From an optimization exercise on the open Yosys and OpenROAD flow, aimed at small area, a short achievable clock period and few clock cycles; shortcuts taken in it are not production practice. RTL that was checked went through simulation tests only; none was proved equivalent to the original. Only the layout flow was run in runs 1 and 4; the RTL was not checked for function there. No activity file was given, so power comes from the tool's default toggle rates.

<file path="design/flow/run.sh">
#!/bin/bash
# synth_recipe.tcl (not shown) runs the flow's synth.tcl, then flattens the netlist and writes it again
# the make line also repeats each setting of config.mk as NAME=value (left out here)
make -C /OpenROAD-flow-scripts/flow DESIGN_CONFIG=/design/flow/config.mk WORK_HOME=/design/flow/orfs CLKGATE_MAP_FILE= SYNTH_SCRIPT=/design/flow/synth_recipe.tcl finish
</file>
<file path="design/flow/config.mk">
export PLATFORM = sky130hd
export DESIGN_NAME = ntwrk_size_tracker
export DESIGN_NICKNAME = ntwrk_size_tracker
export VERILOG_FILES = /design/flow/design.v
export SDC_FILE = /design/flow/constraint.sdc
export NUM_CORES = 4
export LEC_CHECK = 0
export CAP_MARGIN = 20
export CORE_MARGIN = 2
export CORE_UTILIZATION = 40
export SETUP_SLACK_MARGIN = 4.5
export SLEW_MARGIN = 20
</file>
<file path="design/flow/constraint.sdc">
create_clock -name core_clock -period 10.0 [get_ports {clk}]
set_input_delay 2.0000 -clock core_clock [delete_from_list [all_inputs] [get_ports {clk}]]
set_output_delay 2.0000 -clock core_clock [all_outputs]
set_load 0.01 [all_outputs]
</file>
<file path="design/flow/design.v">
package ntwrk_size_pkg;
    localparam int NTWRK_ID_W = 4;
    typedef enum logic [2:0] {
        CMD_IGNORE = 3'd0,
        CMD_NEW    = 3'd1,
        CMD_WR_A   = 3'd2,
        CMD_WR_B   = 3'd3,
        CMD_MERGE  = 3'd4,
        CMD_LOOKUP = 3'd5,
        CMD_UPDATE = 3'd6,
        CMD_RSVD   = 3'd7
    } ntwrk_cmd_id_e;
    typedef struct packed {
        logic [NTWRK_ID_W-1:0] ntwrkb;
        logic [NTWRK_ID_W-1:0] ntwrka;
        ntwrk_cmd_id_e         id;
    } ntwrk_size_cmd_t;
endpackage
import ntwrk_size_pkg::*;
module ntwrk_size_tracker
#(
    parameter int NUM_CONNS  = 8,
    parameter int NUM_POINTS = 1000,
    parameter int SIZE_W     = $clog2(NUM_POINTS) + 1,
    parameter int TOP_K      = 3,
    parameter int PROD_W     = SIZE_W * TOP_K
) (
    input  logic              clk,
    input  logic              rst,
    input  logic              cmd_vld,
    output logic              cmd_rdy,
    input  ntwrk_size_pkg::ntwrk_size_cmd_t cmd,
    output logic              rsp_vld,
    input  logic              rsp_rdy,
    output logic [PROD_W-1:0] rsp_data,
    output logic              rsp_is_prod,
    output logic              busy,
    output logic              err
);
    localparam int N  = 8;
    localparam int W  = 11;
    localparam int R  = 3;                
    localparam int ND = (W + R - 1) / R;  
    localparam int PW = 33;
    typedef enum logic [1:0] {E_IDLE, E_P2, E_P3, E_MUL} eng_e;
    logic [W-1:0] size_q [N];
    logic [N-1:0] vld;
    logic         err_q;
    logic         rdy_q;
    logic         pend_q, pend_upd_q;
    logic [W-1:0] pend_v_q;
    eng_e         eng_q;
    logic [W-1:0] t0_q, t1_q, t2_q;
    logic [N-1:0] excl_q;
    logic         ebusy_q, dirty_q, pia_q;
    logic         ph2_q, first_q;
    logic [1:0]   k_q, msd2_q;
    logic         z0_q, z1_q, z2_q;
    logic         rsp_vld_q, rsp_prod_q;
    logic [PW-1:0] acc_q;
    always_comb for (int i = 0; i < N; i++) vld[i] = |size_q[i];
    logic rsp_free;
    assign rsp_free = !rsp_vld_q || rsp_rdy;
    assign cmd_rdy     = rdy_q;
    assign busy        = !rdy_q;
    assign err         = err_q;
    assign rsp_vld     = rsp_vld_q;
    assign rsp_is_prod = rsp_prod_q;
    assign rsp_data    = acc_q;
    logic [2:0] op;
    logic [3:0] ca, cb;
    logic       acc_cmd;
    assign op      = cmd.id;
    assign ca      = cmd.ntwrka;
    assign cb      = cmd.ntwrkb;
    assign acc_cmd = cmd_vld && rdy_q;
    logic is_new, is_wr, is_mrg, is_lkp, is_upd, is_rsv;
    assign is_new = (op == CMD_NEW);
    assign is_wr  = (op == CMD_WR_A) || (op == CMD_WR_B);
    assign is_mrg = (op == CMD_MERGE);
    assign is_lkp = (op == CMD_LOOKUP);
    assign is_upd = (op == CMD_UPDATE);
    assign is_rsv = (op == CMD_RSVD);
    logic is_wrb;
    assign is_wrb = (op == CMD_WR_B);
    logic [W-1:0] sa, sb, addend, wdata;
    logic [W:0]   sum;
    logic [W-1:0] opnd;
    assign sa     = size_q[ca[2:0]];
    assign sb     = size_q[cb[2:0]];
    assign opnd   = is_wrb ? sb : sa;
    assign addend = is_mrg ? sb : W'(1);
    assign sum    = {1'b0, opnd} + {1'b0, addend};
    assign wdata  = sum[W] ? {W{1'b1}} : sum[W-1:0];
    logic ra_ok, a_in, b_in, va, vb, ab_eq, mrg_ok;
    assign a_in   = !ca[3];
    assign b_in   = !cb[3];
    assign ra_ok  = is_wrb ? (b_in && vb) : (a_in && va);
    assign va     = vld[ca[2:0]];
    assign vb     = vld[cb[2:0]];
    assign ab_eq  = (ca == cb);
    assign mrg_ok = a_in && b_in && va && vb;
    logic cmd_err;
    always_comb begin
        cmd_err = 1'b0;
        if (is_new) cmd_err = !a_in || va;
        if (is_wr)  cmd_err = !ra_ok || sum[W];
        if (is_mrg) cmd_err = !ab_eq && (!mrg_ok || sum[W]);
        if (is_rsv) cmd_err = 1'b1;
    end
    logic [N-1:0] we_new, we_w, we_clr;
    always_comb begin
        for (int i = 0; i < N; i++) begin
            we_new[i] = acc_cmd && is_new && a_in && (ca[2:0] == 3'(i));
            we_w[i]   = acc_cmd && ((is_wr && ra_ok) || (is_mrg && !ab_eq && mrg_ok))
                        && (is_wrb ? (cb[2:0] == 3'(i)) : (ca[2:0] == 3'(i)));
            we_clr[i] = acc_cmd && is_mrg && !ab_eq && mrg_ok && (cb[2:0] == 3'(i));
        end
    end
    logic [W-1:0] lk_val;
    assign lk_val = ca[3] ? '0 : sa;
    function automatic logic gtk(input logic [W:0] a, input logic [W:0] b);
        logic g;
        integer i;
        g = 1'b0;
        for (i = 0; i <= W; i = i + 1) g = (a[i] & ~b[i]) | ((a[i] | ~b[i]) & g);
        gtk = g;
    endfunction
    logic [W:0]   key [N];
    logic [W:0]   pk [4];
    logic [3:0]   pc, gw;
    logic [N-1:0] win;
    logic [W:0]   k3;
    always_comb begin
        logic c01, c02, c03, c12, c13, c23;
        for (int i = 0; i < N; i++) key[i] = {!(excl_q[i] && ebusy_q), size_q[i]};
        for (int p = 0; p < 4; p++) begin
            pc[p] = gtk(key[2*p+1], key[2*p]);
            pk[p] = pc[p] ? key[2*p+1] : key[2*p];
        end
        c01 = gtk(pk[1], pk[0]);
        c02 = gtk(pk[2], pk[0]);
        c03 = gtk(pk[3], pk[0]);
        c12 = gtk(pk[2], pk[1]);
        c13 = gtk(pk[3], pk[1]);
        c23 = gtk(pk[3], pk[2]);
        gw[0] = !c01 && !c02 && !c03;
        gw[1] =  c01 && !c12 && !c13;
        gw[2] =  c02 &&  c12 && !c23;
        gw[3] =  c03 &&  c13 &&  c23;
        k3 = '0;
        for (int p = 0; p < 4; p++) begin
            k3 = k3 | (pk[p] & {(W+1){gw[p]}});
            win[2*p]   = gw[p] && !pc[p];
            win[2*p+1] = gw[p] &&  pc[p];
        end
    end
    logic [2:0] anyd;
    logic [1:0] msd_t;
    logic       zero_t;
    always_comb begin
        anyd   = '0;
        zero_t = 1'b1;
        for (int i = 0; i < N; i++) begin
            if (key[i][W]) begin
                anyd[2] = anyd[2] | (|size_q[i][W-1:3*R]);
                anyd[1] = anyd[1] | (|size_q[i][3*R-1:2*R]);
                anyd[0] = anyd[0] | (|size_q[i][2*R-1:R]);
                zero_t  = zero_t & ~|size_q[i];
            end
        end
        msd_t = anyd[2] ? 2'd3 : anyd[1] ? 2'd2 : anyd[0] ? 2'd1 : 2'd0;
    end
    logic [W-1:0]    x_lo;
    logic [2*W-1:0]  x_op;
    logic [ND*R-1:0] y_pad;
    logic [R-1:0]    dig;
    logic [PW-1:0]   acc_next;
    logic            mul_go, mul_last;
    assign x_lo  = {t0_q[W-1:1], t0_q[0] | z0_q};
    assign x_op  = ph2_q ? {t1_q, t0_q} : {{W{1'b0}}, x_lo};
    assign y_pad = (ND*R)'(ph2_q ? t2_q : t1_q);
    assign dig   = y_pad[k_q*R +: R] | {{(R-1){1'b0}}, (k_q == 2'd0) && (ph2_q ? z2_q : z1_q)};
    logic [PW-1:0] ah, q0, q1, q2, s1, c1, s2, c2;
    assign ah = first_q ? '0 : (acc_q << R);
    assign q0 = PW'(x_op & {(2*W){dig[0]}});
    assign q1 = PW'(x_op & {(2*W){dig[1]}}) << 1;
    assign q2 = PW'(x_op & {(2*W){dig[2]}}) << 2;
    assign s1 = ah ^ q0 ^ q1;
    assign c1 = ((ah & q0) | (ah & q1) | (q0 & q1)) << 1;
    assign s2 = s1 ^ c1 ^ q2;
    assign c2 = ((s1 & c1) | (s1 & q2) | (c1 & q2)) << 1;
    assign acc_next = s2 + c2;
    assign mul_go   = (eng_q == E_P3 || eng_q == E_MUL) && (!rsp_vld_q || rsp_rdy);
    assign mul_last = (k_q == 2'd0);
    logic chg, cache_ok;
    assign chg      = |{we_new, we_w, we_clr};
    assign cache_ok = pia_q && !dirty_q;
    logic idle, lk_direct, up_direct, up_start, cmd_hold, pend_lk_go, pend_up_go, pend_up_start;
    assign idle          = (eng_q == E_IDLE);
    assign lk_direct     = acc_cmd && is_lkp && idle && rsp_free;
    assign up_direct     = acc_cmd && is_upd && idle && cache_ok && rsp_free;
    assign up_start      = acc_cmd && is_upd && idle && !cache_ok;
    assign cmd_hold      = acc_cmd && ((is_lkp && !(idle && rsp_free)) ||
                                       (is_upd && !(idle && (rsp_free || !cache_ok))));
    assign pend_lk_go    = pend_q && !pend_upd_q && idle && rsp_free;
    assign pend_up_go    = pend_q &&  pend_upd_q && idle && cache_ok && rsp_free;
    assign pend_up_start = pend_q &&  pend_upd_q && idle && !cache_ok;
    eng_e eng_d;
    logic pend_d;
    always_comb begin
        eng_d = eng_q;
        case (eng_q)
            E_IDLE: if (up_start || pend_up_start) eng_d = E_P2;
            E_P2:   eng_d = E_P3;
            E_P3:   eng_d = (mul_go && mul_last && ph2_q) ? E_IDLE : E_MUL;
            E_MUL:  if (mul_go && mul_last && ph2_q) eng_d = E_IDLE;
            default: eng_d = E_IDLE;
        endcase
        pend_d = pend_q;
        if (cmd_hold) pend_d = 1'b1;
        else if (pend_lk_go || pend_up_go || pend_up_start) pend_d = 1'b0;
    end
    always_ff @(posedge clk or posedge rst) begin
        if (rst) begin
            for (int i = 0; i < N; i++) size_q[i] <= '0;
            err_q      <= 1'b0;
            rdy_q      <= 1'b1;
            pend_q     <= 1'b0;
            pend_upd_q <= 1'b0;
            eng_q      <= E_IDLE;
            ebusy_q    <= 1'b0;
            ph2_q      <= 1'b0;
            first_q    <= 1'b1;
            dirty_q    <= 1'b1;
            pia_q      <= 1'b0;
            rsp_vld_q  <= 1'b0;
            rsp_prod_q <= 1'b0;
        end else begin
            for (int i = 0; i < N; i++) begin
                if (we_new[i])      size_q[i] <= W'(2);
                else if (we_w[i])   size_q[i] <= wdata;
                else if (we_clr[i]) size_q[i] <= '0;
            end
            if (acc_cmd && cmd_err) err_q <= 1'b1;
            pend_q <= pend_d;
            if (cmd_hold) pend_upd_q <= is_upd;
            rdy_q  <= !pend_d && (eng_d != E_P2);
            eng_q   <= eng_d;
            ebusy_q <= (eng_d != E_IDLE);
            if (chg) dirty_q <= 1'b1;
            else if (eng_d == E_P2 && idle) dirty_q <= 1'b0;
            if (mul_go) begin
                first_q <= mul_last;
                if (mul_last) ph2_q <= !ph2_q;
            end
            if (lk_direct || pend_lk_go) begin
                rsp_prod_q <= 1'b0;
                rsp_vld_q  <= 1'b1;
                pia_q      <= 1'b0;
            end else if ((mul_go && mul_last && ph2_q) || up_direct || pend_up_go) begin
                rsp_prod_q <= 1'b1;
                rsp_vld_q  <= 1'b1;
                pia_q      <= 1'b1;
            end else if (rsp_rdy) begin
                rsp_vld_q  <= 1'b0;
            end
        end
    end
    always_ff @(posedge clk) begin
        if (cmd_hold) pend_v_q <= lk_val;
        case (eng_q)
            E_IDLE: begin
                t0_q   <= k3[W-1:0];
                z0_q   <= zero_t;
                excl_q <= win;
            end
            E_P2: begin
                t1_q   <= k3[W-1:0];
                z1_q   <= zero_t;
                k_q    <= msd_t;
                excl_q <= excl_q | win;
            end
            E_P3: begin
                t2_q   <= k3[W-1:0];
                z2_q   <= zero_t;
                msd2_q <= msd_t;
            end
            default: ;
        endcase
        if (mul_go) begin
            acc_q <= acc_next;
            k_q   <= k_q - 2'd1;
            if (mul_last && !ph2_q) begin
                t0_q <= acc_next[W-1:0];
                t1_q <= acc_next[2*W-1:W];
                k_q  <= (eng_q == E_P3) ? msd_t : msd2_q;
            end
        end
        if (lk_direct)  acc_q <= PW'(lk_val);
        if (pend_lk_go) acc_q <= PW'(pend_v_q);
    end
endmodule
</file>
==> flow_summary_export.csv, run 1 <==
group,metric,value,unit
outcome,status,"finished clean",
clock_tree,clock_path_buffers,2,
global_route,grt_max_degree,68,
setup_path,reg2reg_from,"ph2_q$_DFFE_PP0P_",
clock_tree,insertion_delay,470,ps
global_route,first_global_vias,16500,
synthesis,synth_cell_types,94,
die,die_w,209,µm
pwr,clkPwrFrac,0.101,
placed_design,io_buffers,52,
clock_tree,cts.clk_slew.worst_paths,70,ps
drt,antenna_left,0,
cells_and_area,final_nets,2227,
synthesis,synth_area_per_cell,8.05,µm²
synthesis,synth_edf_count,46,
pwr,powerDensity,344,nW/µm²
sta,fmax,170,MHz
drt,first_pass_iters,9,
setup_path,critPathArrivalTime,6230,ps
clock_tree,clock_sinks,192,
synthesis,synth-compound-area-share,0.252,
synthesis,postSynth.asyncResetShare,0.521,
sta,worst_pin_slew,1060,ps
pwr,combPwrFrac,0.693,
sta,slew_viol_final,0,
placed_design,hpwl,50300,µm
die,start_util,0.408,
setup_path,path_class,"flip-flop to flip-flop",
pwr,p_switching,3.42,mW
global_route,grt_pass1_wl,103000,µm
die,coreArea,41000,µm²
die,ioPinCount,53,
die,fp.dieH,209,µm
synthesis,synth_top_family_by_area,"compound AO/OA/AOI/OAI gates",
pwr,p_int,3.39,mW
drt,wl,69700,µm
clock_tree,htreeDepth,4,
pwr,seq_power_share,0.206,
pwr,ir_drop,277,µV
sta,rsz0062_at_grt,"true",
cells_and_area,syn2layout_area_growth,18.3,%
clock_tree,cts-buffers-inserted,17,
setup_path,cp.required,10360,ps
drt,drc,0,
cells_and_area,diodes,0,
worst_hold_path,hold_path_class,"flip-flop to flip-flop",
drt,routedWlPerCell,26.1,µm
drt,via_per_inst,6.56,
sta,period_minus_slack,5870,ps
pwr,p_leak,7.98,nW
synthesis,synth_ff_type,"dfrtp_1",
placed_design,post_dp_cell_area,17700,µm²
placed_design,place_congestion,1.02,
clock_tree,cts_root_buf,"clkbuf_16",
sta,setup_viol,0,
setup_path,critPathMaxFanout,5,
cells_and_area,stdcell_area,19800,µm²
synthesis,synth_xor_xnor_area_share,0.0178,
synthesis,synth-seq-area-share,0.287,
setup_path,crit_start,"ph2_q$_DFFE_PP0P_",
worst_hold_path,min_from,"acc_q[32]$_SDFFE_PN0P_",
setup_path,critPathCaptureType,"flip-flop",
clock_tree,cts_tree,"done",
job,drv_cap,0,
clock_tree,cts_hold_buf,0,
sta,fin_crit_sh,0.587,
die,num_rows,74,
placed_design,pre_cts_ws,2390,ps
synthesis,yosysWarnings,4,
sta,fin_setup_tns,0,ps
synthesis,syn_area,16700,µm²
sta,hold_viol,0,
die,dieArea,43500,µm²
synthesis,synth.area.mux_share,0.0682,
global_route,overflow,0,
drt,drt_iter0_drc,2383,
global_route,antenna_found_initial,1,
sta,fin_ws,4130,ps
sta,clock_skew,12.0,ps
synthesis,syn_nets,2175,
cells_and_area,drive_gt1_frac,0.162,
setup_path,critPathLaunchType,"flip-flop",
global_route,grt_usage,0.312,
synthesis,ys_ff_latch,192,
synthesis,synthAdderAreaFrac,0.0904,
drt,vias,17600,
sta,maxSlewHeadroom,0.271,
pwr,p_sw_frac,0.502,
synthesis,syn_inst,2079,
synthesis,synth-simple-area-share,0.217,
-- stage by stage --
| stage | power [mW] | utilization | hold WS [ps] | cells |
|---|---|---|---|---|
| 2_1_floorplan | 4.19 | - | 434 | 2079 |
| 3_3_place_gp | 5.33 | 0.431 | 448 | 2561 |
| 3_5_place_dp | 5.39 | 0.432 | 453 | 2561 |
| 4_1_cts | 6.47 | 0.469 | 465 | 2647 |
| 5_1_grt | 7.27 | 0.482 | 490 | 2676 |
| 6_report | 6.81 | 0.482 | 464 | 2676 |
-- cell type report --
cell class	instances	area, µm²
timing repair buffer	157	1580
sequential	192	4810
fill	3934	21200
multi-input combinational	1594	11500
clock buffer	17	425
tap	532	666
inverter	169	648
clock inverter	15	148
-- Yosys cell counts (8+ instances only) --
master,number,area [µm²]
a21o_1,15,113
a221oi_1,24,210
and3_1,17,106
mux2_2,17,191
a22oi_2,9,113
a2111oi_0,8,70.1
a211oi_1,13,97.6
edfxtp_1,46,1380
dfxtp_1,46,921
nor4_1,14,87.6
nand2_1,217,815
o22ai_1,40,250
ha_1,38,475
nand2b_1,30,188
nor2b_1,84,526
mux4_2,17,383
inv_1,168,631
a21oi_1,109,546
dfrtp_1,97,2430
or3_1,15,93.8
o211ai_1,46,345
clkbuf_1,88,330
o21ai_0,170,851
xnor2_1,23,201
o221ai_1,9,78.8
nand4_1,15,93.8
o2111a_1,17,191
a31oi_1,10,62.6
o21bai_1,11,82.6
fa_1,43,861
o21a_1,8,60.1
mux2i_1,50,500
nor2_1,168,631
a22o_1,22,193
xor2_1,11,96.3
buf_1,15,56.3
o2111ai_1,8,70.1
nand3_1,102,510
o31ai_1,15,113
buf_2,18,90.1
maj3_1,13,130
and2_1,9,56.3
nor3_1,61,305
o21ai_1,10,50.1
-- kinds of logic after synthesis --
group,after synthesis
and+or+nand+nor,757
AOI/OAI and AO/OA,616
buffers and inverters,293
DFF,192
adders and majority gates,98
muxes,89
xor gates and xnor gates,34
-- sequential cells by signal (all words and copies together) (netlist names), 2 cells and up --
| signal | count |
|---|---|
| t0_q | 11 |
| t2_q | 11 |
| eng_q | 2 |
| msd2_q | 2 |
| k_q | 2 |
| excl_q | 8 |
| size_q | 88 |
| t1_q | 11 |
| pend_v_q | 11 |
| acc_q | 33 |
-- placed cells by master (no fill, tap or decap), types with 18 or more instances in the layout --
cell type	instances
o22ai_1	37
edfxtp_1	46
xnor2_1	20
a22o_1	22
clkdlybuf4s50_1	42
ha_1	33
buf_4	83
inv_1	160
nor2_1	149
a221oi_1	18
nand2b_1	29
nor3_1	60
dfxtp_1	46
fa_1	42
mux2i_1	44
nor2b_1	77
a21oi_1	92
nand2_1	212
o211ai_1	46
nand3_1	101
clkbuf_16	19
dfrtp_1	96
o21ai_0	148
-- worst max-delay path, stage by stage, from the launching register on --
cell and delay [ps]:
dfrtp_2 480, mux4_2 560, and2_4 170, a221oi_4 240, buf_12 170, nor2b_4 40
fa_1 480, inv_2 40, fa_1 500, inv_1 50, ha_1 270, a21o_1 170
a21oi_2 180, o21ai_2 70, a21oi_2 160, o21ai_2 70, a21oi_2 180, o21ai_2 90
a2111oi_4 390, o31ai_2 150, a41oi_2 190, o21ai_2 110, o41ai_4 480, nor2_1 130
xor2_1 170, a22o_1 200
-- power by group through the flow --
stage / Clock (mW) / Combinational (mW) / Sequential, mW
CTS: 0.696 / 4.38 / 1.39
detailed placement: 0 / 3.98 / 1.41
global placement: 0 / 3.93 / 1.40
finish: 0.689 / 4.71 / 1.40
floorplan: 0 / 2.91 / 1.28
global route: 0.729 / 5.12 / 1.42
-- layer usage --
metal	wire [µm]	up-vias	GRT usage
li1	-	7679	-
met1	27400	8580	0.401
met2	31200	1034	0.491
met3	6300	261	0.0551
met4	4890	2	0.191
met5	13	-	0
-- timing repair --
action / in CTS / in global routing
setup endpoints to repair: 145 / 142
gates resized for setup: 138 / 72
buffers inserted: 49 / 27
cloned: 5 / 2
pin swaps: 47 / 49
-- path summary, 6_finish.rpt --
path                                       endpoint  slack [ps]  cells after the start
max reg2reg                  acc_q[28]$_SDFFE_PN0P_        4130                     25
min in group asynchronous  size_q[6][5]$_DFFE_PP0P_        1890                      2
max in group asynchronous         ph2_q$_DFFE_PP0P_        6710                      3
max                          acc_q[28]$_SDFFE_PN0P_        4130                     25
min reg2reg                  acc_q[32]$_SDFFE_PN0P_         460                      2
min                          acc_q[32]$_SDFFE_PN0P_         460                      2
==> run 2, diff against run 1 <==
--- a/design/flow/design.v
+++ b/design/flow/design.v
@@ -48,7 +48,6 @@
     logic         err_q;
     logic         rdy_q;
     logic         pend_q, pend_upd_q;
-    logic [W-1:0] pend_v_q;
     eng_e         eng_q;
     logic [W-1:0] t0_q, t1_q, t2_q;
     logic [N-1:0] excl_q;
@@ -119,13 +118,11 @@
     end
     logic [W-1:0] lk_val;
     assign lk_val = ca[3] ? '0 : sa;
-    function automatic logic gtk(input logic [W:0] a, input logic [W:0] b);
-        logic g;
-        integer i;
-        g = 1'b0;
-        for (i = 0; i <= W; i = i + 1) g = (a[i] & ~b[i]) | ((a[i] | ~b[i]) & g);
-        gtk = g;
-    endfunction
+    logic [N-1:0] lk_mask;
+    always_comb begin
+        lk_mask = '1;
+        if (!ca[3]) lk_mask[ca[2:0]] = 1'b0;
+    end
     logic [W:0]   key [N];
     logic [W:0]   pk [4];
     logic [3:0]   pc, gw;
@@ -135,15 +132,15 @@
         logic c01, c02, c03, c12, c13, c23;
         for (int i = 0; i < N; i++) key[i] = {!(excl_q[i] && ebusy_q), size_q[i]};
         for (int p = 0; p < 4; p++) begin
-            pc[p] = gtk(key[2*p+1], key[2*p]);
+            pc[p] = key[2*p+1] > key[2*p];
             pk[p] = pc[p] ? key[2*p+1] : key[2*p];
         end
-        c01 = gtk(pk[1], pk[0]);
-        c02 = gtk(pk[2], pk[0]);
-        c03 = gtk(pk[3], pk[0]);
-        c12 = gtk(pk[2], pk[1]);
-        c13 = gtk(pk[3], pk[1]);
-        c23 = gtk(pk[3], pk[2]);
+        c01 = pk[1] > pk[0];
+        c02 = pk[2] > pk[0];
+        c03 = pk[3] > pk[0];
+        c12 = pk[2] > pk[1];
+        c13 = pk[3] > pk[1];
+        c23 = pk[3] > pk[2];
         gw[0] = !c01 && !c02 && !c03;
         gw[1] =  c01 && !c12 && !c13;
         gw[2] =  c02 &&  c12 && !c23;
@@ -247,7 +244,7 @@
             if (cmd_hold) pend_upd_q <= is_upd;
             rdy_q  <= !pend_d && (eng_d != E_P2);
             eng_q   <= eng_d;
-            ebusy_q <= (eng_d != E_IDLE);
+            ebusy_q <= (eng_d != E_IDLE) || (pend_d && !(cmd_hold ? is_upd : pend_upd_q));
             if (chg) dirty_q <= 1'b1;
             else if (eng_d == E_P2 && idle) dirty_q <= 1'b0;
             if (mul_go) begin
@@ -268,18 +265,15 @@
         end
     end
     always_ff @(posedge clk) begin
-        if (cmd_hold) pend_v_q <= lk_val;
         case (eng_q)
             E_IDLE: begin
                 t0_q   <= k3[W-1:0];
                 z0_q   <= zero_t;
-                excl_q <= win;
             end
             E_P2: begin
                 t1_q   <= k3[W-1:0];
                 z1_q   <= zero_t;
                 k_q    <= msd_t;
-                excl_q <= excl_q | win;
             end
             E_P3: begin
                 t2_q   <= k3[W-1:0];
@@ -288,6 +282,10 @@
             end
             default: ;
         endcase
+        if (cmd_hold && is_lkp)         excl_q <= lk_mask;
+        else if (pend_q && !pend_upd_q) excl_q <= excl_q;
+        else if (eng_q == E_IDLE)       excl_q <= win;
+        else if (eng_q == E_P2)         excl_q <= excl_q | win;
         if (mul_go) begin
             acc_q <= acc_next;
             k_q   <= k_q - 2'd1;
@@ -298,6 +296,6 @@
             end
         end
         if (lk_direct)  acc_q <= PW'(lk_val);
-        if (pend_lk_go) acc_q <= PW'(pend_v_q);
+        if (pend_lk_go) acc_q <= PW'(k3[W] ? k3[W-1:0] : '0);
     end
 endmodule
--- a/design/flow/config.mk
+++ b/design/flow/config.mk
@@ -5,8 +5,8 @@
 export SDC_FILE = /design/flow/constraint.sdc
 export NUM_CORES = 4
 export LEC_CHECK = 0
-export CAP_MARGIN = 20
+export CAP_MARGIN = 0
 export CORE_MARGIN = 2
 export CORE_UTILIZATION = 40
 export SETUP_SLACK_MARGIN = 4.5
-export SLEW_MARGIN = 20
+export SLEW_MARGIN = 0
==> run 2 against run 1 <==
Net effect:
- critical path depth unchanged
- non-clock buffer count decreased by 7
- global-route usage decreased by 0.057 points
- critical path type unchanged
- first-iteration DRC count decreased by 22%
- core utilization increased by 0.45 points
- critical endpoint is now acc_q[29]$_SDFFCE_PN0P_
- setup slack improved by 430 ps
- still clean on timing, DRC and antenna
- area after synthesis decreased by 0.14%
- hold slack improved by 25 ps
- via count decreased by 4.6%
- clock power increased by 3.2%
- clock skew decreased by 0.69 ps
- largest power group unchanged
- synthesized cell count decreased by 1.8%
==> flow_summary_export.csv, run 2 <==
group,metric,value,unit
outcome,status,"finished clean",
drt,drc,0,
worst_hold_path,hold_path_class,"flip-flop to flip-flop",
setup_path,cp.required,10220,ps
clock_tree,cts_tree,"done",
synthesis,syn_inst,2041,
drt,wl,69800,µm
cells_and_area,largest_register,"size_q",
die,start_util,0.407,
synthesis,synth-seq-area-share,0.281,
cells_and_area,drive_gt1_frac,0.166,
synthesis,ys_ff_latch,181,
drt,via_per_inst,6.29,
global_route,grt.busiest_layer,"met2",
drt,drt_iter0_drc,1854,
drt,vias,16800,
sta,fin_setup_tns,0,ps
synthesis,synth_most_common_cell,"nand2_1",
synthesis,yosys.area.top_type,"dfrtp_1",
synthesis,syn_nets,2251,
cells_and_area,post-route-util,0.487,
sta,fin_crit_sh,0.544,
cells_and_area,largest_register_ff_count,88,
global_route,grt_usage,0.312,
pwr,ir_drop,386,µV
clock_tree,cts.clk_slew.worst_paths,80,ps
cells_and_area,final_common_cell,"nand2_1",
synthesis,synth_common_cells,"nand2_1 (222), inv_1 (203), o21ai_0 (161)",
synthesis,synth_cell_types,78,
clock_tree,cts_hold_buf,0,
synthesis,synth_area_per_cell,8.18,µm²
synthesis,synthTopCellsByArea,"dfrtp_1 (15%), ha_1 (11%), edfxtp_1 (10%)",
clock_tree,cts-buffers-inserted,17,
global_route,grt_pass1_wl,102000,µm
die,dieArea,43400,µm²
synthesis,syn_area,16700,µm²
synthesis,postSynth.asyncResetShare,0.552,
synthesis,yosysWarnings,4,
clock_tree,clock_sinks,181,
clock_tree,htreeDepth,4,
sta,maxSlewHeadroom,0.157,
sta,worst_pin_slew,1250,ps
global_route,met1_usage,0.390,
setup_path,reg2reg_depth,25,
sta,hold_viol,0,
setup_path,critPathMaxFanout,8,
die,coreArea,41000,µm²
setup_path,critPathCaptureType,"flip-flop",
pwr,powerDensity,330,nW/µm²
sta,fmax,184,MHz
setup_path,critPathLaunchType,"flip-flop",
global_route,grt_use_met2,0.490,
sta,slew_viol_final,0,
sta,rsz0062_at_grt,"true",
drt,antenna_left,0,
sta,clock_skew,11.3,ps
drt,routedWlPerCell,26.2,µm
global_route,antenna_found_initial,2,
placed_design,io_buffers,52,
pwr,p_leak,8.60,nW
sta,setup_viol,0,
drt,first_pass_iters,6,
die,num_rows,74,
die,ioPinCount,53,
die,die_w,208,µm
global_route,overflow,0,
synthesis,synth_edf_count,57,
clock_tree,clock_path_buffers,2,
cells_and_area,final_cell_mix,"nand2_1 (220), inv_1 (198), nor2_1 (144)",
cells_and_area,syn2layout_area_growth,19.5,%
die,fp.dieH,208,µm
global_route,first_global_vias,16000,
setup_path,critPathArrivalTime,5660,ps
synthesis,synth_ff_type,"dfrtp_1",
global_route,grt_max_degree,77,
placed_design,place_congestion,1.02,
worst_hold_path,whs_path_depth,2,
setup_path,reg2reg_slack,4560,ps
setup_path,path_class,"flip-flop to flip-flop",
clock_tree,cts_root_buf,"clkbuf_16",
placed_design,hpwl,50900,µm
global_route,use_met3,0.0592,
cells_and_area,final_nets,2326,
job,drv_cap,0,
cells_and_area,reg.largest.list,"size_q x88, acc_q x33",
synthesis,synthDominantCellAreaShare,0.145,
clock_tree,insertion_delay,460,ps
sta,period_minus_slack,5440,ps
run 2: report_power, final:
| group | leakage [nW] | internal [mW] | switching (mW) | total (mW) |
|---|---|---|---|---|
| Combinational | 6.18 | 1.81 | 2.77 | 4.58 |
| Sequential | 2.11 | 1.05 | 0.245 | 1.30 |
| Clock | 0.305 | 0.393 | 0.318 | 0.711 |
run 2: layout make-up:
class                           instances  area [µm²]
Fill cell                            3945       21000
Multi-Input combinational cell       1560       11700
Sequential cell                       181        4710
Timing Repair Buffer                  150        1490
Inverter                              206         778
Tap cell                              532         666
Clock buffer                           19         464
Clock inverter                         13         144
Antenna cell                            1        2.50
run 2: final timing paths:
path	from	end
min	msd2_q[1]$_DFF_P_	msd2_q[1]$_DFF_P_
min in group asynchronous	rst	size_q[1][0]$_DFFE_PP0P_
max in group asynchronous	rst	size_q[6][5]$_DFFE_PP0P_
max reg2reg	ph2_q$_DFFE_PP0P_	acc_q[29]$_SDFFCE_PN0P_
max	ph2_q$_DFFE_PP0P_	acc_q[29]$_SDFFCE_PN0P_
min reg2reg	msd2_q[1]$_DFF_P_	msd2_q[1]$_DFF_P_
run 2: logic make-up (layout without fill, tap and decap cells):
logic type,count (synthesis),in the layout,share of synthesized area
AND/OR/NAND/NOR,718,720,0.207
AO/OA/AOI/OAI,524,528,0.198
buffers and inverters,306,388,0.0695
adder cells (fa/ha/maj),202,202,0.170
flip-flops,181,181,0.281
multiplexers,63,63,0.0496
XOR/XNOR,47,47,0.0246
other,0,1,0
run 2: through the flow:
step / power (mW) / cells / setup slack (ps) / hold slack, ps / instance area, µm²
floorplan: 3.77 / 2041 / 4510 / 434 / 16800
global placement: 4.88 / 2555 / 2630 / 463 / 17800
detailed placement: 4.94 / 2555 / 2470 / 476 / 17800
CTS: 5.98 / 2625 / 4450 / 497 / 19200
global route: 6.98 / 2662 / 4330 / 534 / 20000
finish: 6.59 / 2662 / 4560 / 489 / 20000
run 2: metal layers:
layer | part of all wire | vias to the layer above
met5 | 0.00023 | -
li1 | - | 7415
met1 | 0.38 | 8073
met3 | 0.096 | 284
met2 | 0.45 | 976
met4 | 0.074 | 2
run 2: worst max-delay path: stages (launching register included):
cell and delay [ps]:
dfrtp_2 390, buf_12 130, buf_6 90, mux4_2 520, a221oi_4 300, buf_6 180, nand2b_4 130, fa_1 430
fa_1 440, inv_1 70, ha_2 180, inv_2 40, fa_2 370, nor2b_2 140, o21ai_2 80, a21boi_2 210
o21ai_2 90, a21boi_2 170, o21ai_2 90, a211oi_2 320, nor3_2 110, o41ai_2 210, buf_4 180, nor2b_4 130
xnor2_1 110, nor2_1 70
run 2: timing repair:
| item | in CTS | in global routing |
|---|---|---|
| setup buffers | 34 | 30 |
| cloned | 4 | 6 |
| pin swaps | 25 | 54 |
| gates resized for setup | 114 | 113 |
| setup endpoints to repair | 162 | 151 |
Testbench counts of run 2, summed over its fixed seeds: cycles 6,298.
==> run 3, diff against run 2 <==
--- a/design/flow/config.mk
+++ b/design/flow/config.mk
@@ -5,8 +5,8 @@
 export SDC_FILE = /design/flow/constraint.sdc
 export NUM_CORES = 4
 export LEC_CHECK = 0
-export CAP_MARGIN = 0
+export CAP_MARGIN = 20
 export CORE_MARGIN = 2
 export CORE_UTILIZATION = 40
 export SETUP_SLACK_MARGIN = 4.5
-export SLEW_MARGIN = 0
+export SLEW_MARGIN = 20
==> run 3 against run 2 <==
Net effect:
- sequential cell count unchanged
- area after synthesis unchanged
- first-iteration DRC count is 0.22% higher
- sequential power hardly changed
- core utilization stayed put
- register-to-register slack hardly changed
- sequential share of layout area unchanged
- critical path depth unchanged
- final area did not move
- maximum frequency unchanged
- global-route usage did not move
- count of clock-buffer cells in the layout is the same
- critical path type unchanged
- largest cell class unchanged
==> flow_summary_export.csv, run 3 <==
group,metric,value,unit
outcome,status,"finished clean",
synthesis,postSynth.asyncResetShare,0.552,
clock_tree,insertion_delay,460,ps
global_route,antenna_found_initial,2,
sta,period_minus_slack,5440,ps
cells_and_area,syn2layout_area_growth,19.5,%
synthesis,synth_common_cells,"nand2_1 (222), inv_1 (203), o21ai_0 (161)",
die,coreArea,41000,µm²
cells_and_area,final_cells,2662,
cells_and_area,largest_register,"size_q",
setup_path,cp_common_cell,"o21ai_2",
clock_tree,cts.clk_slew.worst_paths,80,ps
setup_path,cp.required,10220,ps
setup_path,critPathArrivalTime,5660,ps
synthesis,syn_inst,2041,
synthesis,synthDominantCellAreaShare,0.145,
synthesis,yosysWarnings,4,
synthesis,synth-seq-area-share,0.281,
die,die_w,208,µm
global_route,grt_pass1_wl,102000,µm
setup_path,critPathCaptureType,"flip-flop",
cells_and_area,post-route-util,0.487,
cells_and_area,n_fill_cell,3945,
sta,fmax,184,MHz
synthesis,synth_area_per_cell,8.18,µm²
sta,maxSlewHeadroom,0.283,
setup_path,critPathMaxFanout,8,
synthesis,yosys.area.top_type,"dfrtp_1",
drt,wl,69800,µm
sta,fin_crit_sh,0.544,
synthesis,synth_cell_types,78,
pwr,combPwrFrac,0.695,
synthesis,synth_ff_type,"dfrtp_1",
synthesis,ys_ff_latch,181,
clock_tree,cts-buffers-inserted,17,
die,start_util,0.407,
placed_design,place_congestion,1.02,
sta,slew_viol_final,0,
pwr,p_switching,3.34,mW
sta,rsz0062_at_grt,"true",
clock_tree,cts_tree,"done",
sta,fin_setup_tns,0,ps
pwr,ir_drop,394,µV
sta,clock_skew,11.3,ps
pwr,p_sw_frac,0.507,
pwr,powerDensity,330,nW/µm²
cells_and_area,final_cell_mix,"nand2_1 (220), inv_1 (198), nor2_1 (144)",
die,num_rows,74,
setup_path,path_class,"flip-flop to flip-flop",
cells_and_area,stdcell_area,20000,µm²
pwr,clkPwrFrac,0.108,
cells_and_area,final_common_cell,"nand2_1",
worst_hold_path,hold_path_class,"flip-flop to flip-flop",
drt,via_per_inst,6.31,
global_route,grt_usage,0.312,
synthesis,synth_edf_count,57,
die,dieArea,43400,µm²
die,fp.dieH,208,µm
sta,worst_pin_slew,1080,ps
sta,hold_viol,0,
synthesis,syn_area,16700,µm²
synthesis,syn_nets,2251,
pwr,seq_power_share,0.197,
clock_tree,clock_path_buffers,2,
drt,vias,16800,
setup_path,max_stage_delay,520,ps
cells_and_area,drive_gt1_frac,0.166,
global_route,grt_max_degree,77,
die,ioPinCount,53,
sta,setup_viol,0,
clock_tree,htreeDepth,4,
drt,drc,0,
drt,drt_iter0_drc,1858,
drt,first_pass_iters,6,
job,drv_cap,0,
synthesis,synthTopCellsByArea,"dfrtp_1 (15%), ha_1 (11%), edfxtp_1 (10%)",
drt,antenna_left,0,
clock_tree,cts_root_buf,"clkbuf_16",
placed_design,io_buffers,52,
cells_and_area,largest_register_ff_count,88,
setup_path,cpMaxStageDelayCell,"mux4_2",
drt,routedWlPerCell,26.2,µm
placed_design,hpwl,50900,µm
global_route,first_global_vias,16000,
pwr,p_int,3.25,mW
clock_tree,clock_sinks,181,
cells_and_area,reg.largest.list,"size_q x88, acc_q x33",
cells_and_area,final_nets,2326,
setup_path,crit_family,"compound AO/OA/AOI/OAI gates",
setup_path,path_buf_inv,6,
sta,fin_hold_ws,489,ps
placed_design,post_dp_cell_area,17800,µm²
synthesis,synth_most_common_cell,"nand2_1",
global_route,overflow,0,
placed_design,dp_cells,2555,
setup_path,critPathLaunchType,"flip-flop",
pwr,p_leak,8.60,nW
==> run 3: cell count changes in the layout (fill, tap and decap cells not counted) <==
| cell | change |
|---|---|
| o21ai_0 | -1 |
| o21ai_1 | +1 |
==> run 3: cells by family after synthesis <==
group	synth area share
adder cells (fa/ha/maj)	0.170
buffers and inverters	0.0695
multiplexers	0.0496
AO/OA/AOI/OAI	0.198
flip-flops	0.281
XOR/XNOR	0.0246
AND/OR/NAND/NOR	0.207
==> run 3: worst reg2reg max path, cell delays in order, from the launching register on <==
cell and delay [ps]:
dfrtp_2 390, buf_12 130, buf_6 90, mux4_2 520, a221oi_4 310, buf_6 180, nand2b_4 130, fa_1 430
fa_1 450, inv_1 70, ha_2 180, inv_2 40, fa_2 370, nor2b_2 140, o21ai_2 80, a21boi_2 210
o21ai_2 90, a21boi_2 170, o21ai_2 90, a211oi_2 320, nor3_2 110, o41ai_2 210, buf_4 180, nor2b_4 130
xnor2_1 110, nor2_1 70
==> run 3: layer usage <==
layer	global-route usage	wire (µm)	vias up
met4	0.209	5240	2
met2	0.490	31100	992
met5	0	16	-
met3	0.0592	6740	285
li1	-	-	7418
met1	0.390	26700	8098
==> run 3: repair_timing <==
item	4_1_cts	5_1_grt
endpoints found under the setup margin	162	151
pin swaps	25	54
cloned	4	6
gates resized for setup	114	113
hold buffers	0	0
buffers inserted	34	30
==> run 3: through the flow <==
stage / total power [mW] / setup WS, ps
final: 6.60 / 4560
after global routing: 6.98 / 4330
after CTS: 5.98 / 4450
after detailed placement: 4.94 / 2470
after global placement: 4.88 / 2630
after floorplan: 3.77 / 4510
==> run 3: cell type report <==
cell class,count,area [µm²],area share
Clock buffer,19,464,0.0232
Tap cell,532,666,0.0333
Timing Repair Buffer,150,1490,0.0747
Antenna cell,1,2.50,0.000125
Sequential cell,181,4710,0.236
Clock inverter,13,144,0.00721
Multi-Input combinational cell,1560,11700,0.587
Inverter,206,778,0.0390
==> run 3: final timing paths <==
kind,start,end,slack [ps],cells past startpoint
worst max-delay path,ph2_q$_DFFE_PP0P_,acc_q[29]$_SDFFCE_PN0P_,4560,25
worst min-delay path,msd2_q[1]$_DFF_P_,msd2_q[1]$_DFF_P_,490,2
worst max register to register,ph2_q$_DFFE_PP0P_,acc_q[29]$_SDFFCE_PN0P_,4560,25
worst min register to register,msd2_q[1]$_DFF_P_,msd2_q[1]$_DFF_P_,490,2
max in group asynchronous,rst,size_q[6][5]$_DFFE_PP0P_,6700,3
min in group asynchronous,rst,size_q[1][0]$_DFFE_PP0P_,1850,2
==> run 3: power groups by stage <==
stage | clock network [mW] | registers, mW | logic (mW)
after floorplan | 0 | 1.21 | 2.56
after global placement | 0 | 1.30 | 3.58
after detailed placement | 0 | 1.30 | 3.64
after CTS | 0.716 | 1.28 | 3.98
after global routing | 0.747 | 1.31 | 4.92
final | 0.711 | 1.30 | 4.58
==> run 4, diff against run 3 <==
--- a/design/flow/design.v
+++ b/design/flow/design.v
@@ -51,7 +51,7 @@
     eng_e         eng_q;
     logic [W-1:0] t0_q, t1_q, t2_q;
     logic [N-1:0] excl_q;
-    logic         ebusy_q, dirty_q, pia_q;
+    logic         ebusy_q, dirty_q, pia_q, dup_q;
     logic         ph2_q, first_q;
     logic [1:0]   k_q, msd2_q;
     logic         z0_q, z1_q, z2_q;
@@ -193,16 +193,21 @@
     logic chg, cache_ok;
     assign chg      = |{we_new, we_w, we_clr};
     assign cache_ok = pia_q && !dirty_q;
-    logic idle, lk_direct, up_direct, up_start, cmd_hold, pend_lk_go, pend_up_go, pend_up_start;
+    logic idle, free_eng, lk_direct, up_direct, up_start, up_dup, dup_go, cmd_hold;
+    logic pend_lk_go, pend_up_go, pend_up_start;
     assign idle          = (eng_q == E_IDLE);
-    assign lk_direct     = acc_cmd && is_lkp && idle && rsp_free;
-    assign up_direct     = acc_cmd && is_upd && idle && cache_ok && rsp_free;
-    assign up_start      = acc_cmd && is_upd && idle && !cache_ok;
-    assign cmd_hold      = acc_cmd && ((is_lkp && !(idle && rsp_free)) ||
-                                       (is_upd && !(idle && (rsp_free || !cache_ok))));
-    assign pend_lk_go    = pend_q && !pend_upd_q && idle && rsp_free;
-    assign pend_up_go    = pend_q &&  pend_upd_q && idle && cache_ok && rsp_free;
-    assign pend_up_start = pend_q &&  pend_upd_q && idle && !cache_ok;
+    assign free_eng      = idle && !dup_q;
+    assign dup_go        = idle && dup_q && rsp_free;
+    assign lk_direct     = acc_cmd && is_lkp && free_eng && rsp_free;
+    assign up_direct     = acc_cmd && is_upd && free_eng && cache_ok && rsp_free;
+    assign up_start      = acc_cmd && is_upd && free_eng && !cache_ok;
+    assign up_dup        = acc_cmd && is_upd && !idle && !dirty_q && !dup_q;
+    assign cmd_hold      = acc_cmd && ((is_lkp && !(free_eng && rsp_free)) ||
+                                       (is_upd && !up_dup &&
+                                        !(free_eng && (rsp_free || !cache_ok))));
+    assign pend_lk_go    = pend_q && !pend_upd_q && free_eng && rsp_free;
+    assign pend_up_go    = pend_q &&  pend_upd_q && free_eng && cache_ok && rsp_free;
+    assign pend_up_start = pend_q &&  pend_upd_q && free_eng && !cache_ok;
     eng_e eng_d;
     logic pend_d;
     always_comb begin
@@ -231,6 +236,7 @@
             first_q    <= 1'b1;
             dirty_q    <= 1'b1;
             pia_q      <= 1'b0;
+            dup_q      <= 1'b0;
             rsp_vld_q  <= 1'b0;
             rsp_prod_q <= 1'b0;
         end else begin
@@ -241,6 +247,8 @@
             end
             if (acc_cmd && cmd_err) err_q <= 1'b1;
             pend_q <= pend_d;
+            if (up_dup) dup_q <= 1'b1;
+            else if (dup_go) dup_q <= 1'b0;
             if (cmd_hold) pend_upd_q <= is_upd;
             rdy_q  <= !pend_d && (eng_d != E_P2);
             eng_q   <= eng_d;
@@ -255,7 +263,8 @@
                 rsp_prod_q <= 1'b0;
                 rsp_vld_q  <= 1'b1;
                 pia_q      <= 1'b0;
-            end else if ((mul_go && mul_last && ph2_q) || up_direct || pend_up_go) begin
+            dup_q      <= 1'b0;
+            end else if ((mul_go && mul_last && ph2_q) || up_direct || pend_up_go || dup_go) begin
                 rsp_prod_q <= 1'b1;
                 rsp_vld_q  <= 1'b1;
                 pia_q      <= 1'b1;
==> run 4 against run 3 <==
Net effect:
- via count increased by 1.2%
- area after synthesis rose by 0.75%
- global-route usage is 0.39 points higher
- combinational power grew about 10%
- final area rose by 3.1%
- power rose by 7.7%
- first-iteration DRC count increased by 7.3%
- hold slack lost 6.3 ps
- core utilization rose by 0.62 points
- sequential cell count increased by 1
- largest cell class unchanged
- final cell count grew 2.8%
- clock skew grew 3.0 ps
==> flow_summary_export.csv, run 4 <==
group,metric,value,unit
setup_path,critPathMaxFanout,8,
sta,rsz0062_at_grt,"true",
drt,routedWlPerCell,25.5,µm
synthesis,syn_inst,2069,
drt,via_per_inst,6.21,
clock_tree,htreeDepth,4,
placed_design,place_congestion,1.07,
drt,antenna_left,0,
setup_path,critPathLaunchType,"input pin",
synthesis,yosysWarnings,4,
setup_path,critPathArrivalTime,5860,ps
sta,maxSlewHeadroom,0.184,
cells_and_area,drive_gt1_frac,0.177,
global_route,overflow,0,
clock_tree,cts-buffers-inserted,17,
drt,first_pass_iters,6,
cells_and_area,n_fill_cell,3933,
setup_path,cp.required,10330,ps
synthesis,synth_ff_type,"dfrtp_1",
die,dieArea,43700,µm²
die,die_w,209,µm
global_route,antenna_found_initial,0,
synthesis,synth_common_cells,"nand2_1 (253), o21ai_0 (199), nor2_1 (195)",
sta,fin_crit_sh,0.553,
pwr,p_leak,8.81,nW
cells_and_area,largest_register_ff_count,88,
placed_design,hpwl,52000,µm
cells_and_area,final_nets,2396,
global_route,grt_pass1_wl,104000,µm
global_route,first_global_vias,16400,
sta,hold_viol,0,
clock_tree,clock_path_buffers,2,
sta,fmax,181,MHz
synthesis,synth_edf_count,57,
clock_tree,cts.clk_slew.worst_paths,70,ps
synthesis,synth_most_common_cell,"nand2_1",
synthesis,synth_area_per_cell,8.13,µm²
global_route,grt_max_degree,83,
synthesis,syn_nets,2280,
cells_and_area,final_common_cell,"nand2_1",
sta,clock_skew,14.3,ps
sta,period_minus_slack,5530,ps
clock_tree,clock_sinks,182,
die,coreArea,41800,µm²
die,fp.dieH,209,µm
synthesis,synth_cell_types,92,
cells_and_area,multi_input_area,11900,µm²
die,num_rows,75,
job,drv_cap,0,
pwr,p_total,7.10,mW
synthesis,synth-seq-area-share,0.281,
setup_path,critPathCaptureType,"flip-flop",
die,ioPinCount,53,
setup_path,path_class,"input pin to flip-flop",
synthesis,yosys.area.top_type,"dfrtp_1",
outcome,status,"finished clean",
synthesis,synthTopCellsByArea,"dfrtp_1 (15%), ha_1 (11%), edfxtp_1 (10%)",
synthesis,syn_area,16800,µm²
cells_and_area,final_cells,2737,
cells_and_area,syn2layout_area_growth,22.3,%
clock_tree,cts_tree,"done",
sta,slew_viol_final,0,
placed_design,io_buffers,52,
synthesis,postSynth.asyncResetShare,0.555,
sta,fin_setup_tns,0,ps
cells_and_area,diodes,0,
die,start_util,0.403,
cells_and_area,largest_register,"size_q",
sta,setup_viol,0,
drt,wl,69700,µm
sta,fin_hold_ws,482,ps
global_route,grt_usage,0.316,
placed_design,dp_cells,2595,
worst_hold_path,hold_path_class,"flip-flop to flip-flop",
clock_tree,cts_hold_buf,0,
clock_tree,cts_root_buf,"clkbuf_16",
clock_tree,insertion_delay,470,ps
sta,worst_pin_slew,1220,ps
pwr,powerDensity,345,nW/µm²
drt,vias,17000,
cells_and_area,regArea,4740,µm²
cells_and_area,final_cell_mix,"nand2_1 (242), inv_1 (184), nor2_1 (178)",
sta,fin_ws,4470,ps
pwr,ir_drop,172,µV
cells_and_area,reg.largest.list,"size_q x88, acc_q x33",
placed_design,pre_cts_ws,2780,ps
synthesis,ys_ff_latch,182,
drt,drc,0,
synthesis,synthDominantCellAreaShare,0.146,
drt,drt_iter0_drc,1994,
-- run 4: timing repair --
action	in CTS	in global routing
buffers inserted	45	49
setup endpoints to repair	163	147
gates cloned	11	4
pin swaps	35	53
resized for setup	140	126
-- run 4: cells by family after synthesis --
logic type	count (synthesis)	synth area share
flops	182	0.281
simple gates	750	0.208
xor+xnor	43	0.0224
mux	56	0.0442
compound gates	549	0.211
buf+inv	286	0.0645
fa+ha+maj	203	0.169
-- run 4: cell type report --
class / instances / share of cell area
multi-input cells: 1606 / 0.579
flip-flops and latches: 182 / 0.230
repair buffers: 184 / 0.0926
inverters: 194 / 0.0366
well taps: 539 / 0.0328
clock buffers: 19 / 0.0231
clock inverters: 13 / 0.00608
-- run 4: final timing paths --
path | from | end | slack (ps) | cells past startpoint
max in group asynchronous | rst | size_q[5][5]$_DFFE_PP0P_ | 7180 | 4
worst min-delay path | msd2_q[1]$_DFF_P_ | msd2_q[1]$_DFF_P_ | 480 | 2
worst max-delay path | cmd[4] | size_q[7][10]$_DFFE_PP0P_ | 4470 | 17
min in group asynchronous | rst | ebusy_q$_DFF_PP0_ | 1830 | 2
worst max register to register | ph2_q$_DFFE_PP0P_ | acc_q[32]$_SDFFCE_PN0P_ | 4550 | 23
worst min register to register | msd2_q[1]$_DFF_P_ | msd2_q[1]$_DFF_P_ | 480 | 2
-- run 4: power by group --
group / leakage, nW / switching (mW) / internal, mW
sequential: 2.12 / 0.248 / 1.10
clock: 0.300 / 0.344 / 0.360
combinational: 6.39 / 3.05 / 2.01
-- run 4: worst max-delay path: stages --
cell	delay (ps)
buf_12	110
inv_8	50
ha_4	160
ha_4	170
buf_4	150
buf_4	160
a222oi_1	430
a21oi_1	110
o21ai_0	740
o21ai_0	200
ha_1	380
o21a_1	140
o41a_1	340
buf_4	190
buf_12	160
nor2_4	240
o21ai_1	90
-- run 4: through the flow --
step	util	cell area, µm²
2_1_floorplan	-	17100
3_3_place_gp	0.431	18000
3_5_place_dp	0.432	18000
4_1_cts	0.472	19700
5_1_grt	0.493	20600
6_report	0.493	20600
-- run 4: layer usage --
metal  share of wire  wire, µm  track usage  vias to the layer above
met5               0         0            0                        -
met4           0.078      5430        0.201                        0
met3           0.080      5550       0.0537                      279
met2            0.45     31400        0.507                      858
met1            0.39     27300        0.394                     8246
li1                -         -            -                     7610
==> run 5, diff against run 4 <==
--- a/design/flow/design.v
+++ b/design/flow/design.v
@@ -52,6 +52,8 @@
     logic [W-1:0] t0_q, t1_q, t2_q;
     logic [N-1:0] excl_q;
     logic         ebusy_q, dirty_q, pia_q, dup_q;
+    logic         lvv_q;                
+    logic [W-1:0] lv_q;
     logic         ph2_q, first_q;
     logic [1:0]   k_q, msd2_q;
     logic         z0_q, z1_q, z2_q;
@@ -193,16 +195,18 @@
     logic chg, cache_ok;
     assign chg      = |{we_new, we_w, we_clr};
     assign cache_ok = pia_q && !dirty_q;
-    logic idle, free_eng, lk_direct, up_direct, up_start, up_dup, dup_go, cmd_hold;
+    logic idle, free_eng, lk_direct, up_direct, up_start, up_dup, dup_go, lv_go, lv_put, cmd_hold;
     logic pend_lk_go, pend_up_go, pend_up_start;
     assign idle          = (eng_q == E_IDLE);
-    assign free_eng      = idle && !dup_q;
+    assign free_eng      = idle && !dup_q && !lvv_q;
     assign dup_go        = idle && dup_q && rsp_free;
+    assign lv_go         = idle && !dup_q && lvv_q && rsp_free;
     assign lk_direct     = acc_cmd && is_lkp && free_eng && rsp_free;
+    assign lv_put        = acc_cmd && is_lkp && !(free_eng && rsp_free) && !lvv_q;
     assign up_direct     = acc_cmd && is_upd && free_eng && cache_ok && rsp_free;
     assign up_start      = acc_cmd && is_upd && free_eng && !cache_ok;
-    assign up_dup        = acc_cmd && is_upd && !idle && !dirty_q && !dup_q;
-    assign cmd_hold      = acc_cmd && ((is_lkp && !(free_eng && rsp_free)) ||
+    assign up_dup        = acc_cmd && is_upd && !idle && !dirty_q && !dup_q && !lvv_q;
+    assign cmd_hold      = acc_cmd && ((is_lkp && !(free_eng && rsp_free) && lvv_q) ||
                                        (is_upd && !up_dup &&
                                         !(free_eng && (rsp_free || !cache_ok))));
     assign pend_lk_go    = pend_q && !pend_upd_q && free_eng && rsp_free;
@@ -237,6 +241,7 @@
             dirty_q    <= 1'b1;
             pia_q      <= 1'b0;
             dup_q      <= 1'b0;
+            lvv_q      <= 1'b0;
             rsp_vld_q  <= 1'b0;
             rsp_prod_q <= 1'b0;
         end else begin
@@ -249,6 +254,8 @@
             pend_q <= pend_d;
             if (up_dup) dup_q <= 1'b1;
             else if (dup_go) dup_q <= 1'b0;
+            if (lv_put) lvv_q <= 1'b1;
+            else if (lv_go) lvv_q <= 1'b0;
             if (cmd_hold) pend_upd_q <= is_upd;
             rdy_q  <= !pend_d && (eng_d != E_P2);
             eng_q   <= eng_d;
@@ -259,11 +266,12 @@
                 first_q <= mul_last;
                 if (mul_last) ph2_q <= !ph2_q;
             end
-            if (lk_direct || pend_lk_go) begin
+            if (lk_direct || pend_lk_go || lv_go) begin
                 rsp_prod_q <= 1'b0;
                 rsp_vld_q  <= 1'b1;
                 pia_q      <= 1'b0;
             dup_q      <= 1'b0;
+            lvv_q      <= 1'b0;
             end else if ((mul_go && mul_last && ph2_q) || up_direct || pend_up_go || dup_go) begin
                 rsp_prod_q <= 1'b1;
                 rsp_vld_q  <= 1'b1;
@@ -304,7 +312,9 @@
                 k_q  <= (eng_q == E_P3) ? msd_t : msd2_q;
             end
         end
+        if (lv_put)     lv_q  <= lk_val;
         if (lk_direct)  acc_q <= PW'(lk_val);
+        if (lv_go)      acc_q <= PW'(lv_q);
         if (pend_lk_go) acc_q <= PW'(k3[W] ? k3[W-1:0] : '0);
     end
 endmodule
--- a/design/flow/config.mk
+++ b/design/flow/config.mk
@@ -8,5 +8,5 @@
 export CAP_MARGIN = 20
 export CORE_MARGIN = 2
 export CORE_UTILIZATION = 40
-export SETUP_SLACK_MARGIN = 4.5
+export SETUP_SLACK_MARGIN = 4.25
 export SLEW_MARGIN = 20
==> run 5 against run 4 <==
Net effect:
- count of clock-buffer cells in the layout decreased by 1
- combinational power decreased by 7.5%
- global-route usage decreased by 0.61 points
==> flow_summary_export.csv, run 5 <==
group,metric,value,unit
outcome,status,"finished clean",
synthesis,synth-seq-area-share,0.296,
synthesis,synthDominantCellAreaShare,0.145,
placed_design,hpwl,51600,µm
worst_hold_path,hold_path_class,"flip-flop to flip-flop",
cells_and_area,n_fill_cell,4108,
pwr,seq_power_share,0.204,
global_route,grt_usage,0.310,
pwr,powerDensity,346,nW/µm²
placed_design,pre_cts_ws,2530,ps
sta,slew_viol_final,0,
drt,wl,69300,µm
setup_path,worstSetupEndpoint,"acc_q[1]$_DFFE_PP_",
synthesis,synth_edf_count,68,
placed_design,io_buffers,52,
cells_and_area,syn2layout_area_growth,14.7,%
cells_and_area,final_cell_mix,"nand2_1 (225), inv_1 (195), ha_1 (151)",
pwr,ir_drop,260,µV
setup_path,r2r_end,"acc_q[1]$_DFFE_PP_",
cells_and_area,drive_gt1_frac,0.118,
setup_path,critPathMaxFanout,15,
drt,vias,16900,
sta,fmax,175,MHz
clock_tree,htreeDepth,4,
pwr,clkPwrFrac,0.109,
clock_tree,cts.clk_slew.worst_paths,80,ps
global_route,antenna_found_initial,0,
global_route,grt_pass1_wl,102000,µm
clock_tree,clock_sinks,194,
die,start_util,0.407,
sta,fin_setup_tns,0,ps
synthesis,syn_nets,2259,
die,num_rows,75,
drt,routedWlPerCell,26.4,µm
synthesis,syn_inst,2045,
pwr,p_leak,8.50,nW
synthesis,syn_area,17100,µm²
global_route,first_global_vias,16300,
sta,worst_pin_slew,1050,ps
synthesis,synth_most_common_cell,"nand2_1",
drt,first_pass_iters,7,
drt,antenna_left,0,
die,fp.dieH,211,µm
setup_path,reg2reg_slack,4290,ps
setup_path,critPathArrivalTime,5990,ps
cells_and_area,largest_register_ff_count,88,
job,drv_cap,0,
setup_path,cp.required,10280,ps
synthesis,postSynth.asyncResetShare,0.526,
pwr,p_int,3.27,mW
cells_and_area,reg.largest.list,"size_q x88, acc_q x33",
synthesis,yosysWarnings,4,
cells_and_area,diodes,0,
sta,clock_skew,15.6,ps
die,ioPinCount,53,
pwr,p_sw_frac,0.519,
cells_and_area,regArea,5080,µm²
cells_and_area,multi_input_area,11500,µm²
synthesis,synth_cell_types,78,
global_route,grt_max_degree,65,
setup_path,crit_start,"size_q[2][7]$_DFFE_PP0P_",
setup_path,reg2reg_depth,18,
clock_tree,clock_path_buffers,2,
setup_path,critPathCaptureType,"flip-flop",
sta,fin_ws,4290,ps
drt,via_per_inst,6.41,
setup_path,critPathLaunchType,"flip-flop",
clock_tree,cts_tree,"done",
clock_tree,insertion_delay,480,ps
sta,rsz0062_at_grt,"true",
drt,drc,0,
worst_hold_path,min_from,"msd2_q[0]$_DFF_P_",
synthesis,yosys.area.top_type,"dfrtp_1",
sta,setup_viol,0,
sta,maxSlewHeadroom,0.299,
cells_and_area,final_nets,2291,
clock_tree,cts-buffers-inserted,17,
clock_tree,cts_root_buf,"clkbuf_16",
synthesis,ys_ff_latch,194,
pwr,p_switching,3.53,mW
synthesis,synth_area_per_cell,8.38,µm²
cells_and_area,final_common_cell,"nand2_1",
setup_path,path_class,"flip-flop to flip-flop",
drt,drt_iter0_drc,1895,
synthesis,synthTopCellsByArea,"dfrtp_1 (14%), edfxtp_1 (12%), ha_1 (11%)",
setup_path,reg2reg_from,"size_q[2][7]$_DFFE_PP0P_",
die,dieArea,44500,µm²
synthesis,synth_ff_type,"dfrtp_1",
placed_design,place_congestion,1.04,
sta,hold_viol,0,
cells_and_area,largest_register,"size_q",
sta,period_minus_slack,5710,ps
global_route,overflow,0,
die,coreArea,42100,µm²
die,die_w,211,µm
pwr,combPwrFrac,0.687,
sta,fin_crit_sh,0.571,
synthesis,synth_common_cells,"nand2_1 (231), inv_1 (198), o21ai_0 (165)",
[run 5: critical path, stage by stage (launching register included)]
cell,delay (ps)
dfrtp_1,540
inv_1,110
ha_1,340
nand2_1,50
o21ai_0,530
a221oi_2,210
a21oi_4,210
buf_4,260
nor2_1,90
a21oi_4,260
ha_1,310
a21o_1,200
maj3_2,300
a221o_1,390
a221oi_2,370
o22ai_2,230
or2_4,370
o221a_2,400
o31ai_2,320
[run 5: timing repair]
item / 4_1_cts / 5_1_grt
setup buffers: 21 / 7
resized for setup: 94 / 76
hold buffers: 0 / 0
endpoints found under the hold margin: 0 / 0
endpoints found under the setup margin: 156 / 117
gates cloned: 0 / 4
pin swaps: 9 / 12
[run 5: per-stage QoR]
| stage | utilization | std cells | area (µm²) | hold slack [ps] | power, mW |
|---|---|---|---|---|---|
| after global routing | 0.467 | 2629 | 19700 | 514 | 7.25 |
| final | 0.467 | 2629 | 19700 | 484 | 6.79 |
| after detailed placement | 0.432 | 2565 | 18200 | 461 | 5.58 |
| after global placement | 0.432 | 2564 | 18200 | 448 | 5.51 |
| after CTS | 0.457 | 2618 | 19300 | 481 | 6.52 |
| after floorplan | - | 2045 | 17200 | 434 | 4.23 |
[run 5: cell type report]
cell class	instances	share of cell area
Multi-Input combinational cell	1557	0.585
Sequential cell	194	0.259
Timing Repair Buffer	108	0.0524
Inverter	199	0.0384
Tap cell	539	0.0343
Clock buffer	18	0.0218
Clock inverter	14	0.00948
[run 5: cells by family after synthesis]
kind of cell,share of synthesized area
AOI/OAI and AO/OA,0.212
DFF,0.296
muxes,0.0446
xor gates and xnor gates,0.0230
adders and majority gates,0.167
buffers and inverters,0.0658
and+or+nand+nor,0.192
[run 5: worst min-delay path by stage]
stage / to / slack (ps) / depth (start not counted)
3_5_place_dp: msd2_q[0]$_DFF_P_ / 460 / 2
2_1_floorplan: msd2_q[0]$_DFF_P_ / 430 / 2
5_1_grt: msd2_q[1]$_DFF_P_ / 510 / 2
6_report: msd2_q[0]$_DFF_P_ / 480 / 2
4_1_cts: msd2_q[0]$_DFF_P_ / 480 / 2
3_3_place_gp: msd2_q[0]$_DFF_P_ / 450 / 2
[run 5: layer usage]
layer / GRT usage / wire, µm
met5: 0 / 0
met2: 0.493 / 31200
met4: 0.192 / 5050
met1: 0.386 / 27100
met3: 0.0630 / 5930
[run 5: power by group through the flow]
| stage | clock network (mW) | logic, mW | registers, mW |
|---|---|---|---|
| after floorplan | 0 | 2.93 | 1.30 |
| after global placement | 0 | 4.12 | 1.39 |
| after detailed placement | 0 | 4.19 | 1.40 |
| after CTS | 0.748 | 4.40 | 1.37 |
| after global routing | 0.782 | 5.06 | 1.40 |
| final | 0.742 | 4.67 | 1.39 |
Testbench counts of run 5, summed over its fixed seeds: cycles 5,894.
==> run 6, diff against run 5 <==
--- a/design/flow/config.mk
+++ b/design/flow/config.mk
@@ -8,5 +8,5 @@
 export CAP_MARGIN = 20
 export CORE_MARGIN = 2
 export CORE_UTILIZATION = 40
-export SETUP_SLACK_MARGIN = 4.25
+export SETUP_SLACK_MARGIN = 4.75
 export SLEW_MARGIN = 20
==> run 6 against run 5 <==
Net effect:
- final area is 8.4% higher
- combinational power is 22% higher
- sequential share of layout area down 1.9 points
- count of clock-buffer cells in the layout did not move
- first-iteration DRC count rose by 14%
- clock power decreased by 0.5%
- global-route usage is 0.66 points higher
- setup slack better by 400 ps
- sequential cell count did not move
- die area did not move
- area after synthesis stayed put
- highest routed layer unchanged
- critical path type unchanged
==> flow_summary_export.csv, run 6 <==
group,metric,value,unit
outcome,status,"finished clean",
cells_and_area,syn2layout_area_growth,24.3,%
clock_tree,htreeDepth,4,
sta,hold_viol,0,
cells_and_area,drive_gt1_frac,0.212,
global_route,grt_usage,0.316,
drt,routedWlPerCell,26.5,µm
cells_and_area,final_cells,2721,
global_route,grt_max_degree,75,
die,num_rows,75,
synthesis,synth_edf_count,68,
worst_hold_path,whs_endpoint,"msd2_q[1]$_DFF_P_",
pwr,powerDensity,368,nW/µm²
global_route,overflow,0,
setup_path,cp.required,10180,ps
die,ioPinCount,53,
sta,setup_viol,0,
die,start_util,0.407,
cells_and_area,stdcell_area,21300,µm²
clock_tree,insertion_delay,470,ps
placed_design,post_dp_cell_area,18300,µm²
synthesis,synth_common_cells,"nand2_1 (231), inv_1 (198), o21ai_0 (165)",
die,dieArea,44500,µm²
synthesis,syn_nets,2259,
synthesis,synthTopCellsByArea,"dfrtp_1 (14%), edfxtp_1 (12%), ha_1 (11%)",
setup_path,reg2reg_slack,4690,ps
pwr,p_leak,9.09,nW
synthesis,synthDominantCellAreaShare,0.145,
sta,slew_viol_final,0,
clock_tree,cts_root_buf,"clkbuf_16",
synthesis,synth_ff_type,"dfrtp_1",
setup_path,critPathCaptureType,"flip-flop",
drt,via_per_inst,6.38,
clock_tree,cts.clk_slew.worst_paths,80,ps
die,fp.dieH,211,µm
cells_and_area,final_nets,2383,
sta,period_minus_slack,5310,ps
synthesis,syn_area,17100,µm²
setup_path,critPathLaunchType,"flip-flop",
job,drv_cap,0,
placed_design,place_congestion,1.07,
placed_design,io_buffers,52,
die,coreArea,42100,µm²
drt,drt_iter0_drc,2164,
placed_design,dp_cells,2570,
setup_path,reg2reg_depth,22,
sta,clock_skew,12.4,ps
synthesis,synth_cell_types,78,
synthesis,synth_area_per_cell,8.38,µm²
-- run 6: cell counts after synthesis --
Identical to the previous run, type by type.
-- run 6: timing repair --
item / in CTS / in global routing
endpoints found under the setup margin: 163 / 147
pin swaps: 43 / 80
gates resized for setup: 192 / 159
gates cloned: 9 / 6
setup buffers: 44 / 60
-- run 6: logic make-up (layout without fill, tap and decap cells) --
family / Yosys count / after routing / synth area share
buf+inv: 296 / 426 / 0.0658
fa+ha+maj: 203 / 203 / 0.167
compound gates: 552 / 558 / 0.212
mux: 57 / 57 / 0.0446
simple gates: 698 / 699 / 0.192
flops: 194 / 194 / 0.296
xor+xnor: 45 / 45 / 0.0230
-- run 6: worst max-delay path, cell delays in order, from the launching register on --
cell and delay, ps:
dfrtp_4 540, buf_12 150, mux4_2 450, mux2i_4 210, buf_6 180, buf_6 140, buf_4 110, nor2b_1 40
fa_1 440, fa_1 530, ha_4 220, nor2b_2 160, o21ai_2 150, a21boi_2 100, o21ai_4 200, a31oi_4 110
a41o_1 210, a211o_1 340, a41oi_2 240, nand2b_4 200, nor4_4 40, xnor2_1 180, nor3_1 70
-- run 6: how the worst max path moves through the flow --
stage / start / to / slack, ps
floorplan: cmd[3] / size_q[1][10]$_DFFE_PP0P_ / 4690
global placement: cmd[4] / size_q[4][1]$_DFFE_PP0P_ / 2750
detailed placement: cmd[4] / size_q[7][1]$_DFFE_PP0P_ / 2630
CTS: cmd[6] / size_q[1][2]$_DFFE_PP0P_ / 4590
global route: ph2_q$_DFFE_PP0P_ / acc_q[31]$_SDFFCE_PP0P_ / 4520
finish: ph2_q$_DFFE_PP0P_ / acc_q[31]$_SDFFCE_PP0P_ / 4690
-- run 6: area by class of cell --
type	count	area, µm²
clock inverters	14	188
well taps	539	674
inverters	199	767
flip-flops and latches	194	5100
fillers	3968	20800
clock buffers	18	429
repair buffers	195	1840
multi-input cells	1562	12300
-- run 6: stage by stage --
stage / setup WS [ps] / utilization / hold slack, ps
final: 4690 / 0.506 / 481
after global routing: 4520 / 0.506 / 514
after CTS: 4590 / 0.480 / 479
after detailed placement: 2630 / 0.435 / 460
after global placement: 2750 / 0.435 / 455
after floorplan: 4690 / - / 434
-- run 6: power by group --
part,total [mW],internal [mW],switching [mW]
Clock,0.738,0.381,0.357
Sequential,1.39,1.15,0.245
Combinational,5.70,2.32,3.38
Total,7.83,3.85,3.98
-- run 6: per-layer routing --
metal	track usage	up-vias	part of all wire	wire length, µm
met3	0.0690	286	0.090	6500
met2	0.523	976	0.47	33700
met4	0.171	0	0.067	4870
li1	-	7639	-	-
met5	0	-	0	0
met1	0.384	8459	0.38	27100

Re-timed with assumed drivers on the ports (clkbuf_16 on the clock, buf_2 on other inputs), run 6 has 4.687 ns of setup slack against 4.687 ns with ideal ports, and 4.253 ns once port delays also move by the mid clock arrival of 0.524 ns.
